Context: an optimization exercise on an open-source flow, tuned for small area, a short achievable clock period and few clock cycles per item. The choices shown serve that exercise and are no tape-out recipe. The RTL was checked by simulation tests, not by an equivalence proof against the original design. Power is estimated from default activity; no workload was simulated.

==> flow/design.v, too long to show whole: its modules and the start of the top module <==
// module iter_multiplier: 1200 lines
module iter_multiplier (
    input  logic        clk,
    input  logic        rst_n,
    input  logic        mul_start,
    input  logic [63:0] a,
    input  logic [63:0] b,
    input  logic [1:0]  op,
    input  logic        word,
    input  logic        next,
    output logic [63:0] mul_result,
    output logic        mul_ok,
    output logic        busy
);
  // ...
==> flow/flow/run.sh <==
#!/bin/bash
set -e
export BUFFER_PORTS_ARGS="-buffer_cell sky130_fd_sc_hd__buf_1"
bash standard.sh > standard.log 2>&1
==> flow/standard.sh <==
#!/bin/bash
# synth_recipe.tcl (not shown) runs the flow's synth.tcl, then flattens the netlist and writes it again
# the make line also repeats each setting of config.mk as NAME=value (left out here)
make -C /OpenROAD-flow-scripts/flow DESIGN_CONFIG=/design/flow/config.mk WORK_HOME=/design/flow/orfs CLKGATE_MAP_FILE= SYNTH_SCRIPT=/design/flow/synth_recipe.tcl "${@:-finish}"
==> flow/config.mk <==
export PLATFORM = sky130hd
export DESIGN_NAME = iter_multiplier
export DESIGN_NICKNAME = iter_multiplier
export VERILOG_FILES = /design/flow/design.v
export SDC_FILE = /design/flow/constraint.sdc
export NUM_CORES = 4
export LEC_CHECK = 0
export CAP_MARGIN = 20
export CORE_MARGIN = 2
export CORE_UTILIZATION = 40
export CTS_CLUSTER_DIAMETER = 60
export CTS_CLUSTER_SIZE = 24
export PLACE_DENSITY = 0.8
export SETUP_SLACK_MARGIN = 4.55
export SLEW_MARGIN = 20
==> flow/constraint.sdc <==
create_clock -name core_clock -period 7.5 [get_ports {clk}]
set_input_delay 1.5000 -clock core_clock [delete_from_list [all_inputs] [get_ports {clk}]]
set_output_delay 1.5000 -clock core_clock [all_outputs]
set_load 0.01 [all_outputs]
==> impl_metrics.env, run 1 <==
export IMPL_status="timing/DRC/antenna clean"
export IMPL_fmax_mhz=337
export IMPL_final_cell_mix="fa_1 (265), a22oi_1 (257), xor2_1 (240)"
export IMPL_fin_ws_ps=4540
export IMPL_syn_area_um2=25300
export IMPL_yosys_mux_area_fraction_pct=0.672
export IMPL_cp_startpoint="s_q[3]$_DFF_P_"
export IMPL_period_share_pct=39.5
export IMPL_via_per_inst=5.89
export IMPL_synth_compound_area_share_pct=16.7
export IMPL_switching_share_pct=47.3
export IMPL_async_flop_share_pct=1.28
export IMPL_cts_tree="done"
export IMPL_comb_power_mw=7.83
export IMPL_drt_pass1_iterations=9
export IMPL_h_tree_depth=1
export IMPL_clkCellAreaFrac_pct=3.73
export IMPL_grt_max_degree=162
export IMPL_power_leakage_nw=10.9
export IMPL_totalPowerFinal_mw=12.2
export IMPL_synth_avg_cell_area_um2=10.1
export IMPL_drive_gt1_share_pct=7.19
export IMPL_wirelength_um=76600
export IMPL_cts_buffers=28
export IMPL_synthAdderAreaFrac_pct=25.1
export IMPL_p_clk_mw=1.63
Testbench counts, summed over its fixed seeds: cycles 23,924, items 2,400.
==> run 2: changes to the inputs <==
==> flow/config.mk (replaced) <==
export PLATFORM = sky130hd
export DESIGN_NAME = iter_multiplier
export DESIGN_NICKNAME = iter_multiplier
export VERILOG_FILES = /design/flow/design.v
export SDC_FILE = /design/flow/constraint.sdc
export NUM_CORES = 4
export LEC_CHECK = 0
export CAP_MARGIN = 5
export CORE_MARGIN = 2
export CORE_UTILIZATION = 40
export CTS_CLUSTER_DIAMETER = 60
export CTS_CLUSTER_SIZE = 24
export PLACE_DENSITY = 0.8
export SETUP_SLACK_MARGIN = 4.5
export SLEW_MARGIN = 5
==> run 2 against run 1 <==
Against the previous run:
- still clean
- core utilization decreased by 0.62 points
- global-route usage grew 0.19 points
- total power fell by 1.3%
- clock power fell by 9%
- cell count fell by 0.58%
- critical path depth is 1 higher
- clock-buffer cell count shrank 6
- via count shrank 0.51%
- die area did not move
- sequential power barely moved
- largest cell class unchanged
==> impl_metrics.env, run 2 <==
export IMPL_status="timing/DRC/antenna clean"
export IMPL_clk_path_buf_depth=3
export IMPL_max_cap_violations=0
export IMPL_clock_root_buffer="clkbuf_16"
export IMPL_holdPathEnd="lo_s_q[0]$_DFF_P_"
export IMPL_synth_edf_count=133
export IMPL_ff2ff_path_depth=10
export IMPL_min_from="s_q[0]$_DFF_P_"
export IMPL_dpl_cell_area_um2=26500
export IMPL_place_inst=3359
export IMPL_crit_path_start_kind="flop"
export IMPL_gr_usage_all_layers_pct=22.7
export IMPL_final_common_cell="fa_1"
export IMPL_synth_top_cell_area_share_pct=21.0
export IMPL_fin_area_um2=27800
export IMPL_reg2reg_to="b_q[19]$_DFFE_PP_"
export IMPL_fill_cells=5763
export IMPL_fin_ws_ps=4550
export IMPL_via_per_inst=5.90
export IMPL_grt_setup_unrepaired="true"
export IMPL_switching_share_pct=47.5
export IMPL_holdPathStages=0
export IMPL_combPwrFrac_pct=65.1
export IMPL_h_tree_depth=1
export IMPL_grt_pass1_vias=20000
export IMPL_clkPwrFrac_pct=12.3
export IMPL_worst_slew_pin_slew_ps=1160
export IMPL_grt_ovfl_total=0
export IMPL_core_area_um2=62900
export IMPL_fmax_mhz=339
export IMPL_ctsHoldBuffers=0
export IMPL_clock_latency_ps=590
export IMPL_fp_row_count=92
export IMPL_antenna_found_initial=19
export IMPL_vias=20200
export IMPL_r2r_start="s_q[5]$_DFF_P_"
export IMPL_postRouteAntennaNets=0
export IMPL_hold_viol_final=0
export IMPL_io_pins=201
export IMPL_syn_area_um2=25300
export IMPL_synth_most_common_cell="fa_1"
export IMPL_yosysUniqueCellTypes=76
export IMPL_post_synth_top_area_cell="fa_1"
export IMPL_worstHoldPathType="reg -> reg"
export IMPL_area_growth_pct=9.64
export IMPL_irDropWorstVdd_uv=187
export IMPL_nNetsFinal=3033
export IMPL_largest_reg_flops=67
export IMPL_drive_gt1_share_pct=6.31
export IMPL_final_cells=3418
export IMPL_slew_violations=0
export IMPL_die_h_um=256
export IMPL_period_share_pct=39.4
export IMPL_synth_commonest_cells="fa_1 (266), a22oi_1 (257), xor2_1 (243)"
export IMPL_yosysSeqAreaShare_pct=30.0
export IMPL_drc=0
export IMPL_ys_seq_elements=312
export IMPL_port_buffers=200
export IMPL_intPower_mw=6.30
export IMPL_clock_sinks=312
export IMPL_cts_buffers=25
export IMPL_wirelength_um=75700
export IMPL_fin_skew_ps=21.3
export IMPL_path_clk_slew_ps=90
export IMPL_async_flop_share_pct=1.28
export IMPL_die_w_um=256
export IMPL_fin_hold_ws_ps=407
export IMPL_hpwlAfterDp_um=54600
export IMPL_layout_min_cycle_time_ps=2950
export IMPL_place_ws_ps=3970
export IMPL_largest_register="c_q"
export IMPL_sequentialPowerShare_pct=22.6
export IMPL_cts_tree="done"
export IMPL_gp_congestion=0.926
export IMPL_setup_violations=0
export IMPL_critPathCaptureType="flop"
export IMPL_synthTopCellsByArea="fa_1 (21%), edfxtp_1 (16%), dfxtp_1 (14%)"
export IMPL_ys_flop_type="dfxtp_1"
export IMPL_initial_core_util_pct=40.3
export IMPL_cp_max_fo=4
export IMPL_cp_arrival_ps=3280
export IMPL_crit_required_ps=7830
export IMPL_switching_power_mw=5.70
export IMPL_power_leakage_nw=10.7
export IMPL_syn_nets=2997
export IMPL_grt_pass1_wl_um=118000
export IMPL_p_per_area_nw_per_um2=432
export IMPL_crit_type="reg -> reg"
export IMPL_grt_max_degree=105
export IMPL_yosys_warnings=1
export IMPL_die_area_um2=65400
export IMPL_reg_largest_list="c_q: 67 flops, s_q: 65 flops"
export IMPL_worst_r2r_setup_slack_ps=4550
export IMPL_drtIter0Drc=2430
export IMPL_fin_tns_setup_ps=0
export IMPL_synth_cells=2513
export IMPL_final_cell_mix="fa_1 (265), a22oi_1 (257), xor2_1 (238)"
export IMPL_drt_pass1_iterations=6
export IMPL_relSlewSlack_pct=22.5
export IMPL_routedWlPerCell_um=22.2
export IMPL_synth_avg_cell_area_um2=10.1
-- run 2: cell counts after synthesis --
No cell type changed its count.
-- run 2: stage by stage --
stage,util [%],total power [mW]
global route,44.2,13.1
detailed placement,42.1,10.3
CTS,43.8,11.9
global placement,42.1,9.99
floorplan,-,8.04
finish,44.2,12.0
-- run 2: logic make-up after synthesis --
group	count (synthesis)	synth area share [%]
AO/OA/AOI/OAI	610	16.7
AND/OR/NAND/NOR	466	9.05
buffers and inverters	404	6.23
XOR/XNOR	355	12.3
adder cells (fa/ha/maj)	349	25.1
flip-flops	312	30.0
multiplexers	17	0.671
-- run 2: area by class of cell --
type	instances	area [um^2]	share of cell area, %
multi-input combinational	1797	16400	59.1
sequential	312	7630	27.5
tap	846	1060	3.81
timing repair buffer	235	1060	3.81
inverter	178	684	2.46
clock buffer	26	629	2.27
clock inverter	20	278	1.00
antenna	4	10.0	0.0360
-- run 2: per-layer routing --
metal | GRT usage, % | part of all wire (%) | up-vias
li1 | - | - | 8686
met4 | 5.62 | 2.9 | 30
met5 | 0 | 0.24 | -
met2 | 35.3 | 45 | 1306
met3 | 6.69 | 13 | 193
met1 | 31.0 | 39 | 9936
-- run 2: repair_timing --
| action | CTS | global route |
|---|---|---|
| setup buffers | 5 | 4 |
| endpoints found under the setup margin | 193 | 96 |
| gates cloned | 0 | 0 |
| pin swaps | 7 | 10 |
| resized for setup | 30 | 47 |
-- run 2: power groups by stage --
stage               clock (mW)  sequential [mW]  combinational (mW)
floorplan                    0             2.52                5.53
global placement             0             2.72                7.27
detailed placement           0             2.73                7.53
CTS                       1.49             2.70                7.68
global route              1.55             2.75                8.83
finish                    1.48             2.71                7.81
-- run 2: worst max path at each step --
stage          depth (start not counted)                 end  slack, ps                from
6_report                              10   b_q[19]$_DFFE_PP_       4550      s_q[5]$_DFF_P_
5_1_grt                               10   b_q[29]$_DFFE_PP_       4440     s_q[13]$_DFF_P_
4_1_cts                               12   b_q[58]$_DFFE_PP_       4490     s_q[32]$_DFF_P_
3_5_place_dp                           7   b_q[62]$_DFFE_PP_       3970  busy_q$_DFFE_PN0P_
3_3_place_gp                           7   b_q[62]$_DFFE_PP_       4040  busy_q$_DFFE_PN0P_
2_1_floorplan                          8  c_q[11]$_SDFF_PP0_       4550    neg_q[0]$_DFF_P_
-- run 2: worst max-delay path, stage by stage, from the launching register on --
cell and delay (ps):
dfxtp_2 350, ha_4 260, a21o_1 190, a21o_1 210
a221oi_4 420, nand3_2 190, a31oi_4 270, o21bai_1 140
a21oi_1 190, xor2_1 360, o21ai_0 120
==> run 3: changes to the inputs <==
==> flow/config.mk (replaced) <==
export PLATFORM = sky130hd
export DESIGN_NAME = iter_multiplier
export DESIGN_NICKNAME = iter_multiplier
export VERILOG_FILES = /design/flow/design.v
export SDC_FILE = /design/flow/constraint.sdc
export NUM_CORES = 4
export LEC_CHECK = 0
export CAP_MARGIN = 20
export CORE_MARGIN = 2
export CORE_UTILIZATION = 40
export CTS_CLUSTER_DIAMETER = 50
export CTS_CLUSTER_SIZE = 32
export PLACE_DENSITY = 0.8
export SETUP_SLACK_MARGIN = 4.5
export SLEW_MARGIN = 20
==> run 3 against run 2 <==
Against the previous run:
- clock-buffer cell count is 5 higher
- synthesized cell count stayed put
- via count is 0.92% higher
- critical endpoint is now b_q[29]$_DFFE_PP_
- non-clock buffer count is 2 higher
- largest cell class unchanged
- sequential power hardly changed
- clock skew is 3.3 ps lower
- register-to-register slack worse by 80 ps
- global-route usage is 0.21 points higher
- highest routed layer unchanged
- cell count is 0.35% higher
- still clean on timing, DRC and antenna
- setup slack worse by 78 ps
- fmax is 2.6% lower
- clock power is 15% higher
==> impl_metrics.env, run 3 <==
export IMPL_status="timing/DRC/antenna clean"
export IMPL_via_per_inst=5.93
export IMPL_ys_seq_elements=312
export IMPL_syn_area_um2=25300
export IMPL_largest_reg_flops=67
export IMPL_layout_min_cycle_time_ps=3030
export IMPL_die_h_um=256
export IMPL_power_leakage_nw=10.8
export IMPL_crit_type="reg -> reg"
export IMPL_clock_sinks=312
export IMPL_reg_largest_list="c_q: 67 flops, s_q: 65 flops"
export IMPL_async_flop_share_pct=1.28
export IMPL_grt_ovfl_total=0
export IMPL_p_per_area_nw_per_um2=436
export IMPL_clk_path_buf_depth=3
export IMPL_setup_violations=0
export IMPL_grt_pass1_wl_um=119000
export IMPL_yosysUniqueCellTypes=76
export IMPL_yosysSeqAreaShare_pct=30.0
export IMPL_route_met3_wl_um=10300
export IMPL_worstHoldPathType="reg -> reg"
export IMPL_cp_max_fo=4
export IMPL_irDropWorstVdd_uv=208
export IMPL_fin_tns_setup_ps=0
export IMPL_ys_flop_type="dfxtp_1"
export IMPL_slew_violations=0
export IMPL_antenna_found_initial=20
export IMPL_die_w_um=256
export IMPL_synth_cells=2513
export IMPL_post_synth_top_area_cell="fa_1"
export IMPL_regArea_um2=7630
export IMPL_period_share_pct=40.4
export IMPL_routedWlPerCell_um=22.2
export IMPL_area_growth_pct=10.7
export IMPL_die_area_um2=65400
export IMPL_met2WireLength_um=34000
export IMPL_fill_cells=5734
export IMPL_core_area_um2=62900
export IMPL_final_cell_mix="fa_1 (265), a22oi_1 (257), xor2_1 (238)"
export IMPL_drtIter0Drc=2472
export IMPL_io_pins=201
export IMPL_syn_nets=2997
export IMPL_postRouteAntennaNets=0
export IMPL_gr_usage_all_layers_pct=22.9
export IMPL_critPathCaptureType="flop"
export IMPL_initial_core_util_pct=40.3
export IMPL_synth_top_cell_area_share_pct=21.0
export IMPL_hold_viol_final=0
export IMPL_clock_latency_ps=620
export IMPL_min_from="s_q[0]$_DFF_P_"
export IMPL_relSlewSlack_pct=21.6
export IMPL_grt_pass1_vias=20200
export IMPL_cp_startpoint="s_q[7]$_DFF_P_"
export IMPL_vias=20300
export IMPL_wirelength_um=76200
export IMPL_fp_row_count=92
export IMPL_synth_commonest_cells="fa_1 (266), a22oi_1 (257), xor2_1 (243)"
export IMPL_grt_max_degree=105
export IMPL_max_cap_violations=0
export IMPL_cts_tree="done"
export IMPL_crit_path_start_kind="flop"
export IMPL_gp_congestion=0.926
export IMPL_worst_slew_pin_slew_ps=1180
export IMPL_final_common_cell="fa_1"
export IMPL_grt_setup_unrepaired="true"
export IMPL_nNetsFinal=3040
export IMPL_crit_required_ps=7810
export IMPL_path_clk_slew_ps=80
export IMPL_synthTopCellsByArea="fa_1 (21%), edfxtp_1 (16%), dfxtp_1 (14%)"
export IMPL_fmax_mhz=330
export IMPL_fin_skew_ps=17.9
export IMPL_maxUsedRoutingLayer="met5"
export IMPL_cts_buffers=30
export IMPL_largest_register="c_q"
export IMPL_port_buffers=200
export IMPL_drc=0
export IMPL_clock_root_buffer="clkbuf_16"
export IMPL_multi_input_area_um2=16500
export IMPL_synth_avg_cell_area_um2=10.1
export IMPL_drt_met1_wl_um=29400
export IMPL_yosys_warnings=1
export IMPL_drt_pass1_iterations=8
export IMPL_synth_edf_count=133
export IMPL_synth_most_common_cell="fa_1"
export IMPL_drive_gt1_share_pct=6.78
export IMPL_r2r_start="s_q[7]$_DFF_P_"
export IMPL_h_tree_depth=1
export IMPL_totalPowerFinal_mw=12.2
export IMPL_cp_arrival_ps=3340
export IMPL_hpwlAfterDp_um=54600
-- run 3: critical path, cell delays in order, from the launching register on --
cell and delay (ps):
dfxtp_1 340, ha_1 430, nand4_1 230, a2111o_1 520
a31oi_1 340, o21ai_1 140, nand3_1 100, a21oi_1 80
xnor2_1 320, o22ai_1 230
-- run 3: per-stage QoR --
stage / utilization [%] / area (um^2) / setup slack, ps / hold slack (ps) / instances
after global placement: 42.1 / 26500 / 4040 / 387 / 3359
after CTS: 44.2 / 27800 / 4520 / 399 / 3420
final: 44.6 / 28100 / 4470 / 406 / 3430
after detailed placement: 42.1 / 26500 / 3970 / 389 / 3359
after global routing: 44.6 / 28000 / 4360 / 409 / 3426
after floorplan: - / 25300 / 4550 / 355 / 2513
-- run 3: power by group --
part           switching (mW)  internal (mW)
Sequential              0.422           2.29
Clock                   0.845          0.859
Combinational            4.53           3.30
-- run 3: timing repair --
action	in CTS	in global routing
buffers inserted	5	6
resized for setup	37	46
endpoints found under the hold margin	0	0
pin swaps	10	19
hold buffers	0	0
endpoints found under the setup margin	196	96
-- run 3: layout make-up --
| class | instances | share of cell area, % |
|---|---|---|
| multi-input cells | 1797 | 58.7 |
| flip-flops and latches | 312 | 27.2 |
| repair buffers | 237 | 3.85 |
| well taps | 846 | 3.77 |
| clock buffers | 31 | 2.77 |
| inverters | 178 | 2.44 |
| clock inverters | 25 | 1.24 |
| diodes | 4 | 0.0357 |
-- run 3: routing by layer --
| layer | vias to the layer above | global-route usage [%] |
|---|---|---|
| met2 | 1373 | 35.6 |
| met4 | 32 | 6.24 |
| li1 | 8724 | - |
| met5 | - | 0 |
| met3 | 209 | 7.31 |
| met1 | 9998 | 30.8 |
-- run 3: path summary, 6_finish.rpt --
check                                    end  slack, ps  cells after the start
min reg2reg                lo_s_q[0]$_DFF_P_        410                      0
min in group asynchronous  inc_q$_DFFE_PN0P_        700                      1
max reg2reg                b_q[29]$_DFFE_PP_       4470                      9
max in group asynchronous  fix_q$_DFFE_PN0P_       6610                      1
min                        lo_s_q[0]$_DFF_P_        410                      0
max                        b_q[29]$_DFFE_PP_       4470                      9
-- run 3: cells by family (layout without fill, tap and decap cells) --
family	count (synthesis)	after routing	synth area share (%)
other cells	0	4	0
simple gates	466	466	9.05
flops	312	312	30.0
compound gates	610	610	16.7
buf+inv	404	471	6.23
xor+xnor	355	355	12.3
mux	17	17	0.671
fa+ha+maj	349	349	25.1
==> run 4: changes to the inputs <==
==> flow/flow/run.sh (replaced) <==
#!/bin/bash
set -e
export BUFFER_PORTS_ARGS="-buffer_cell sky130_fd_sc_hd__buf_2"
bash standard.sh > standard.log 2>&1
--- a/flow/config.mk
+++ b/flow/config.mk
@@ -8,8 +8,5 @@
 export CAP_MARGIN = 20
 export CORE_MARGIN = 2
 export CORE_UTILIZATION = 40
-export CTS_CLUSTER_DIAMETER = 50
-export CTS_CLUSTER_SIZE = 32
-export PLACE_DENSITY = 0.8
-export SETUP_SLACK_MARGIN = 4.5
+export SETUP_SLACK_MARGIN = 4.7
 export SLEW_MARGIN = 20
==> run 4 against run 3 <==
Against the previous run:
- cell count is 4.3% higher
- combinational power increased by 6.8%
- first-iteration DRC count decreased by 17%
- cell area rose by 8.2%
- setup slack better by 180 ps
- core utilization up 3.7 points
- clock power rose by 15%
- synthesized area unchanged
- critical path depth grew 1
- routed wire length grew 8.7%
- clock-buffer cell count increased by 27
- sequential share of layout area decreased by 2.0 points
- critical path type unchanged
==> impl_metrics.env, run 4 <==
export IMPL_grt_max_degree=143
export IMPL_drtIter0Drc=2058
export IMPL_cp_arrival_ps=3180
export IMPL_synth_edf_count=133
export IMPL_synth_cells=2513
export IMPL_synthAdderAreaFrac_pct=25.1
export IMPL_clock_root_buffer="clkbuf_16"
export IMPL_crit_slowest_cell="a2111o_1"
export IMPL_yosys_warnings=1
export IMPL_clock_sinks=312
export IMPL_crit_path_start_kind="flop"
export IMPL_fin_skew_ps=15.7
export IMPL_synth_compound_area_share_pct=16.7
export IMPL_largest_reg_flops=67
export IMPL_crit_required_ps=7830
export IMPL_synth_xor_area_share_pct=12.3
export IMPL_yosysUniqueCellTypes=76
export IMPL_totalPowerFinal_mw=13.0
export IMPL_hpwlAfterDp_um=57400
export IMPL_die_area_um2=65400
export IMPL_synth_most_common_cell="fa_1"
export IMPL_synthTopCellsByArea="fa_1 (21%), edfxtp_1 (16%), dfxtp_1 (14%)"
export IMPL_grt_ovfl_total=0
export IMPL_yosys_area_share_simple_pct=9.05
export IMPL_cp_cell_sequence="ha_4, a21oi_2, nand4b_1, a2111o_1, a31oi_4, a221oi_4, o21bai_2, a21oi_2, xnor2_2, a21o_1"
export IMPL_setup_violations=0
export IMPL_syn_area_um2=25300
export IMPL_drt_pass1_iterations=8
export IMPL_nNetsFinal=3181
export IMPL_die_w_um=256
export IMPL_port_buffers=200
export IMPL_clock_latency_ps=580
export IMPL_drc=0
export IMPL_largest_register="c_q"
export IMPL_place_ws_ps=4100
export IMPL_initial_core_util_pct=40.3
export IMPL_async_flop_share_pct=1.28
export IMPL_fin_area_um2=30400
export IMPL_status="timing/DRC/antenna clean"
export IMPL_postRouteAntennaNets=0
export IMPL_yosys_mux_area_fraction_pct=0.672
export IMPL_fp_row_count=92
export IMPL_h_tree_depth=2
export IMPL_wirelength_um=82800
export IMPL_max_cap_violations=0
export IMPL_grt_pass1_wl_um=125000
export IMPL_grt_pass1_vias=20400
export IMPL_fmax_mhz=351
export IMPL_drive_gt1_share_pct=22.3
export IMPL_power_leakage_nw=12.3
export IMPL_post_synth_top_area_cell="fa_1"
export IMPL_final_common_cell="fa_1"
export IMPL_gp_congestion=0.923
export IMPL_period_share_pct=38.0
export IMPL_cts_tree="done"
export IMPL_slew_violations=0
export IMPL_path_buf_inv=0
export IMPL_synth_top_family_by_area="adder cells"
export IMPL_crit_top_cell="a21oi_2"
export IMPL_cpPeakStageDelay_ps=550
export IMPL_crit_type="reg -> reg"
export IMPL_fin_ws_ps=4650
export IMPL_die_h_um=256
export IMPL_grt_setup_unrepaired="true"
export IMPL_synth_commonest_cells="fa_1 (266), a22oi_1 (257), xor2_1 (243)"
export IMPL_critPathCaptureType="flop"
export IMPL_routedWlPerCell_um=23.2
export IMPL_hold_viol_final=0
export IMPL_worstHoldPathType="reg -> reg"
export IMPL_relSlewSlack_pct=50.5
export IMPL_reg_largest_list="c_q: 67 flops, s_q: 65 flops"
export IMPL_via_per_inst=5.76
export IMPL_ys_flop_type="dfxtp_1"
export IMPL_antenna_found_initial=14
export IMPL_cp_max_fo=4
export IMPL_fin_tns_setup_ps=0
export IMPL_vias=20600
export IMPL_crit_family="compound AO/OA/AOI/OAI gates"
export IMPL_p_per_area_nw_per_um2=429
export IMPL_utilization_pct=48.3
export IMPL_synth_avg_cell_area_um2=10.1
export IMPL_irDropWorstVdd_uv=179
export IMPL_final_cell_mix="fa_1 (261), xor2_1 (237), a22oi_1 (232)"
export IMPL_gr_usage_all_layers_pct=24.4
export IMPL_io_pins=201
export IMPL_ys_seq_elements=312
export IMPL_worst_slew_pin_slew_ps=743
export IMPL_cts_buffers=39
export IMPL_syn_nets=2997
export IMPL_area_growth_pct=19.8
export IMPL_worst_r2r_setup_slack_ps=4650
export IMPL_synth_top_cell_area_share_pct=21.0
export IMPL_layout_min_cycle_time_ps=2850
export IMPL_core_area_um2=62900
export IMPL_clk_path_buf_depth=3
export IMPL_dpl_cell_area_um2=26700
export IMPL_yosysSeqAreaShare_pct=30.0
export IMPL_path_clk_slew_ps=60
run 4: cell counts after synthesis:
No cell type changed its count.
run 4: layout make-up:
| class | instances | area, um^2 |
|---|---|---|
| multi-input combinational | 1797 | 17100 |
| timing repair buffer | 369 | 2580 |
| clock buffer | 58 | 1180 |
| clock inverter | 14 | 110 |
| inverter | 178 | 697 |
| tap | 846 | 1060 |
| fill | 5826 | 32500 |
| antenna | 4 | 10.0 |
| sequential | 312 | 7660 |
run 4: report_power, final:
part           internal [mW]  switching [mW]
registers               2.30           0.406
clock network           1.13           0.813
logic                   3.62            4.74
total                   7.06            5.95
run 4: metal layers:
metal	track usage, %	up-vias	wire, um	share of wire [%]
met1	35.2	10300	35500	43
li1	-	9012	-	-
met2	36.7	1086	36600	44
met3	6.09	155	8530	10
met5	0	-	109	0.13
met4	5.95	18	2100	2.5
run 4: through the flow:
step	hold slack [ps]	std cells
2_1_floorplan	355	2513
3_3_place_gp	403	3360
3_5_place_dp	407	3361
4_1_cts	412	3471
5_1_grt	410	3575
6_report	402	3578
run 4: path summary, 6_finish.rpt:
path / startpoint / end / cells past startpoint
hold reg to reg: c_q[0]$_SDFF_PP0_ / lo_c_q[0]$_DFF_P_ / 0
setup / recovery: lo_c_q[0]$_DFF_P_ / b_q[14]$_DFFE_PP_ / 10
hold / removal: c_q[0]$_SDFF_PP0_ / lo_c_q[0]$_DFF_P_ / 0
max in group asynchronous: rst_n / inc_q$_DFFE_PN0P_ / 1
min in group asynchronous: rst_n / fix_q$_DFFE_PN0P_ / 1
setup reg to reg: lo_c_q[0]$_DFF_P_ / b_q[14]$_DFFE_PP_ / 10
run 4: cell families (layout without fill, tap and decap cells):
logic type	count (synthesis)	after routing
fa+ha+maj	349	349
other cells	0	4
flops	312	312
xor+xnor	355	355
mux	17	17
simple gates	466	466
buf+inv	404	619
compound gates	610	610
run 4: worst reg2reg max path, delay by kind of cell, from the launching register on:
kind            cells  cell delay [ps]
xor+xnor            1              210
flops               1              360
compound gates      7             1540
fa+ha+maj           1              260
simple gates        1              240
run 4: timing repair:
item,4_1_cts,5_1_grt
buffers inserted,38,100
endpoints found under the setup margin,280,205
hold buffers,0,0
resized for setup,102,158
cloned,0,3
pin swaps,32,63
==> run 5: changes to the inputs <==
--- a/flow/config.mk
+++ b/flow/config.mk
@@ -8,5 +8,5 @@
 export CAP_MARGIN = 20
 export CORE_MARGIN = 2
 export CORE_UTILIZATION = 40
-export SETUP_SLACK_MARGIN = 4.7
+export SETUP_SLACK_MARGIN = 4.3
 export SLEW_MARGIN = 20
==> run 5 against run 4 <==
Against the previous run:
- register-to-register slack worse by 310 ps
- via count shrank 4.2%
- sequential cell count is the same
- sequential power about the same
- synthesized cell count stayed put
- die area unchanged
- setup slack worse by 310 ps
- non-clock buffer count down 141
- critical endpoint is now b_q[51]$_DFFE_PP_
==> impl_metrics.env, run 5 <==
export IMPL_fin_area_um2=28100
export IMPL_gp_congestion=0.936
export IMPL_routedWlPerCell_um=22.9
export IMPL_die_w_um=256
export IMPL_synth_compound_area_share_pct=16.7
export IMPL_vias=19800
export IMPL_cts_buffers=38
export IMPL_fmax_mhz=317
export IMPL_grt_setup_unrepaired="true"
export IMPL_fill_cells=6011
export IMPL_sequentialPowerShare_pct=22.3
export IMPL_switching_power_mw=5.67
export IMPL_die_h_um=256
export IMPL_slew_violations=0
export IMPL_die_area_um2=65400
export IMPL_synthAdderAreaFrac_pct=25.1
export IMPL_crit_required_ps=7780
export IMPL_antenna_found_initial=15
export IMPL_worst_slew_pin_slew_ps=1040
export IMPL_status="timing/DRC/antenna clean"
export IMPL_drive_gt1_share_pct=13.2
export IMPL_critPathCaptureType="flop"
export IMPL_relSlewSlack_pct=30.6
export IMPL_drt_met1_wl_um=35300
export IMPL_final_cell_mix="fa_1 (266), a22oi_1 (257), xor2_1 (240)"
export IMPL_drc=0
export IMPL_fin_skew_ps=19.9
export IMPL_wirelength_um=78800
export IMPL_cp_arrival_ps=3430
export IMPL_ys_flop_type="dfxtp_1"
export IMPL_clkPwrFrac_pct=14.9
export IMPL_syn_area_um2=25300
export IMPL_port_buffers=200
export IMPL_yosysUniqueCellTypes=76
export IMPL_grt_pass1_wl_um=123000
export IMPL_worstHoldPathType="reg -> reg"
export IMPL_crit_path_start_kind="flop"
export IMPL_utilization_pct=44.7
export IMPL_yosysSeqAreaShare_pct=30.0
export IMPL_post_synth_top_area_cell="fa_1"
export IMPL_route_met3_wl_um=7160
export IMPL_irDropWorstVdd_uv=222
export IMPL_core_area_um2=62900
export IMPL_multi_input_area_um2=16300
export IMPL_cts_tree="done"
export IMPL_synth_top_family_by_area="adder cells"
export IMPL_nNetsFinal=3039
export IMPL_synth_most_common_cell="fa_1"
export IMPL_postRouteAntennaNets=0
export IMPL_fin_tns_setup_ps=0
export IMPL_drt_pass1_iterations=6
export IMPL_synthTopCellsByArea="fa_1 (21%), edfxtp_1 (16%), dfxtp_1 (14%)"
export IMPL_yosys_area_share_simple_pct=9.05
export IMPL_synth_edf_count=133
export IMPL_ys_seq_elements=312
export IMPL_synth_commonest_cells="fa_1 (266), a22oi_1 (257), xor2_1 (243)"
export IMPL_met2WireLength_um=34600
export IMPL_gr_usage_all_layers_pct=24.0
export IMPL_largest_register="c_q"
export IMPL_crit_type="reg -> reg"
export IMPL_synth_xor_area_share_pct=12.3
export IMPL_ctsHoldBuffers=0
export IMPL_synth_cells=2513
export IMPL_layout_min_cycle_time_ps=3150
export IMPL_drtIter0Drc=1923
export IMPL_hold_viol_final=0
export IMPL_reg_largest_list="c_q: 67 flops, s_q: 65 flops"
export IMPL_yosys_mux_area_fraction_pct=0.672
export IMPL_initial_core_util_pct=40.3
export IMPL_path_clk_slew_ps=60
export IMPL_max_cap_violations=0
export IMPL_async_flop_share_pct=1.28
export IMPL_cp_max_fo=4
export IMPL_setup_violations=0
export IMPL_h_tree_depth=2
export IMPL_p_per_area_nw_per_um2=436
export IMPL_area_growth_pct=10.9
export IMPL_final_common_cell="fa_1"
export IMPL_synth_avg_cell_area_um2=10.1
export IMPL_intPower_mw=6.58
export IMPL_grt_pass1_vias=19900
export IMPL_grt_max_degree=140
export IMPL_clk_path_buf_depth=3
export IMPL_hpwlAfterDp_um=57500
export IMPL_yosys_warnings=1
export IMPL_combPwrFrac_pct=62.7
export IMPL_dpl_cell_area_um2=26700
export IMPL_clock_sinks=312
export IMPL_maxUsedRoutingLayer="met5"
export IMPL_syn_nets=2997
export IMPL_power_leakage_nw=11.3
export IMPL_clock_root_buffer="clkbuf_16"
export IMPL_regArea_um2=7630
export IMPL_via_per_inst=5.75
export IMPL_synth_top_cell_area_share_pct=21.0
export IMPL_period_share_pct=42.1
export IMPL_switching_share_pct=46.3
export IMPL_largest_reg_flops=67
export IMPL_io_pins=201
export IMPL_fp_row_count=92
export IMPL_clock_latency_ps=560
export IMPL_grt_ovfl_total=0
## run 5: power by group through the flow
stage | Combinational (mW) | Sequential (mW) | Clock [mW]
floorplan | 5.53 | 2.52 | 0
CTS | 7.63 | 2.73 | 1.86
global route | 8.75 | 2.78 | 1.93
detailed placement | 7.56 | 2.76 | 0
finish | 7.68 | 2.74 | 1.83
global placement | 7.42 | 2.76 | 0
## run 5: stage by stage
| step | hold WS [ps] | std cells | worst slack [ps] | power, mW |
|---|---|---|---|---|
| 3_3_place_gp | 400 | 3359 | 3940 | 10.2 |
| 4_1_cts | 401 | 3429 | 4280 | 12.2 |
| 6_report | 400 | 3434 | 4350 | 12.3 |
| 3_5_place_dp | 392 | 3360 | 4090 | 10.3 |
| 5_1_grt | 397 | 3430 | 4250 | 13.5 |
| 2_1_floorplan | 355 | 2513 | 4360 | 8.04 |
## run 5: path summary, 6_finish.rpt
kind,slack (ps),cells past startpoint,endpoint,startpoint
min in group asynchronous,740,1,ok_q$_DFFE_PN0P_,rst_n
max in group asynchronous,6640,1,busy_q$_DFFE_PN0P_,rst_n
hold reg to reg,400,0,lo_s_q[0]$_DFF_P_,s_q[0]$_DFF_P_
hold / removal,400,0,lo_s_q[0]$_DFF_P_,s_q[0]$_DFF_P_
setup reg to reg,4350,10,b_q[51]$_DFFE_PP_,s_q[37]$_DFF_P_
setup / recovery,4350,10,b_q[51]$_DFFE_PP_,s_q[37]$_DFF_P_
## run 5: layer usage
metal  vias up  GRT usage (%)
met5         -              0
met4        20           5.72
met3       118           4.86
met2       982           35.9
met1      9927           35.4
li1       8715              -
## run 5: cell type report
cell class	instances	area share, %
flip-flops and latches	312	27.2
inverters	178	2.40
clock buffers	58	4.07
clock inverters	11	0.218
repair buffers	228	4.35
diodes	4	0.0356
multi-input cells	1797	58.0
well taps	846	3.77
## run 5: cells by family after synthesis
| logic type | Yosys count |
|---|---|
| XOR/XNOR | 355 |
| buffers and inverters | 404 |
| flip-flops | 312 |
| multiplexers | 17 |
| AND/OR/NAND/NOR | 466 |
| adder cells (fa/ha/maj) | 349 |
| AO/OA/AOI/OAI | 610 |
## run 5: repair_timing
| action | in CTS | in global routing |
|---|---|---|
| resized for setup | 6 | 20 |
| hold endpoints to repair | 0 | 0 |
| endpoints found under the setup margin | 45 | 96 |
| pin swaps | 0 | 5 |
| buffers inserted | 0 | 1 |
## run 5: worst max-delay path: stages (launching register included)
cell,delay [ps]
dfxtp_1,300
ha_1,400
a21o_1,230
or3_1,340
o211ai_2,280
o21ai_0,210
a31o_2,270
a21o_1,190
a21oi_1,230
xor2_2,300
o21ai_0,110

==> afterwards: timing with drivers on the ports <==
How much do the figures lean on ideal ports? The routed layouts below were timed once more, with nothing changed but the port constraints.
Step 1 assumes that a clkbuf_16 drives the clock port and a buf_2 every other input.
Step 2 also shifts input and output timing later by t, the mid clock arrival at the registers, as if the neighbouring blocks saw the same clock.
a / b / c = no drivers / after step 1 / after step 2; a / b = the first two.
run | shift t [ns] | setup WS [ns] | clock arrival spread, ns | worst register clock-pin slew, ns | worst slew at a driven data input, ns
run 1 | 0.657 | 4.537 / 4.537 / 4.286 | 0.031 / 0.032 | 0.10 / 0.10 | 0.12
run 2 | 0.639 | 4.546 / 4.546 / 4.086 | 0.025 / 0.025 | 0.10 / 0.10 | 0.12
run 3 | 0.671 | 4.468 / 4.468 / 4.014 | 0.019 / 0.019 | 0.09 / 0.09 | 0.11
run 4 | 0.632 | 4.653 / 4.653 / 4.230 | 0.020 / 0.020 | 0.07 / 0.07 | 0.09
run 5 | 0.610 | 4.346 / 4.346 / 4.024 | 0.020 / 0.020 | 0.06 / 0.06 | 0.09
After both steps setup and hold are still met in every run listed. The setup slack of run 2, which loses most, moves by 0.000 ns with the drivers and by -0.460 ns with both steps.
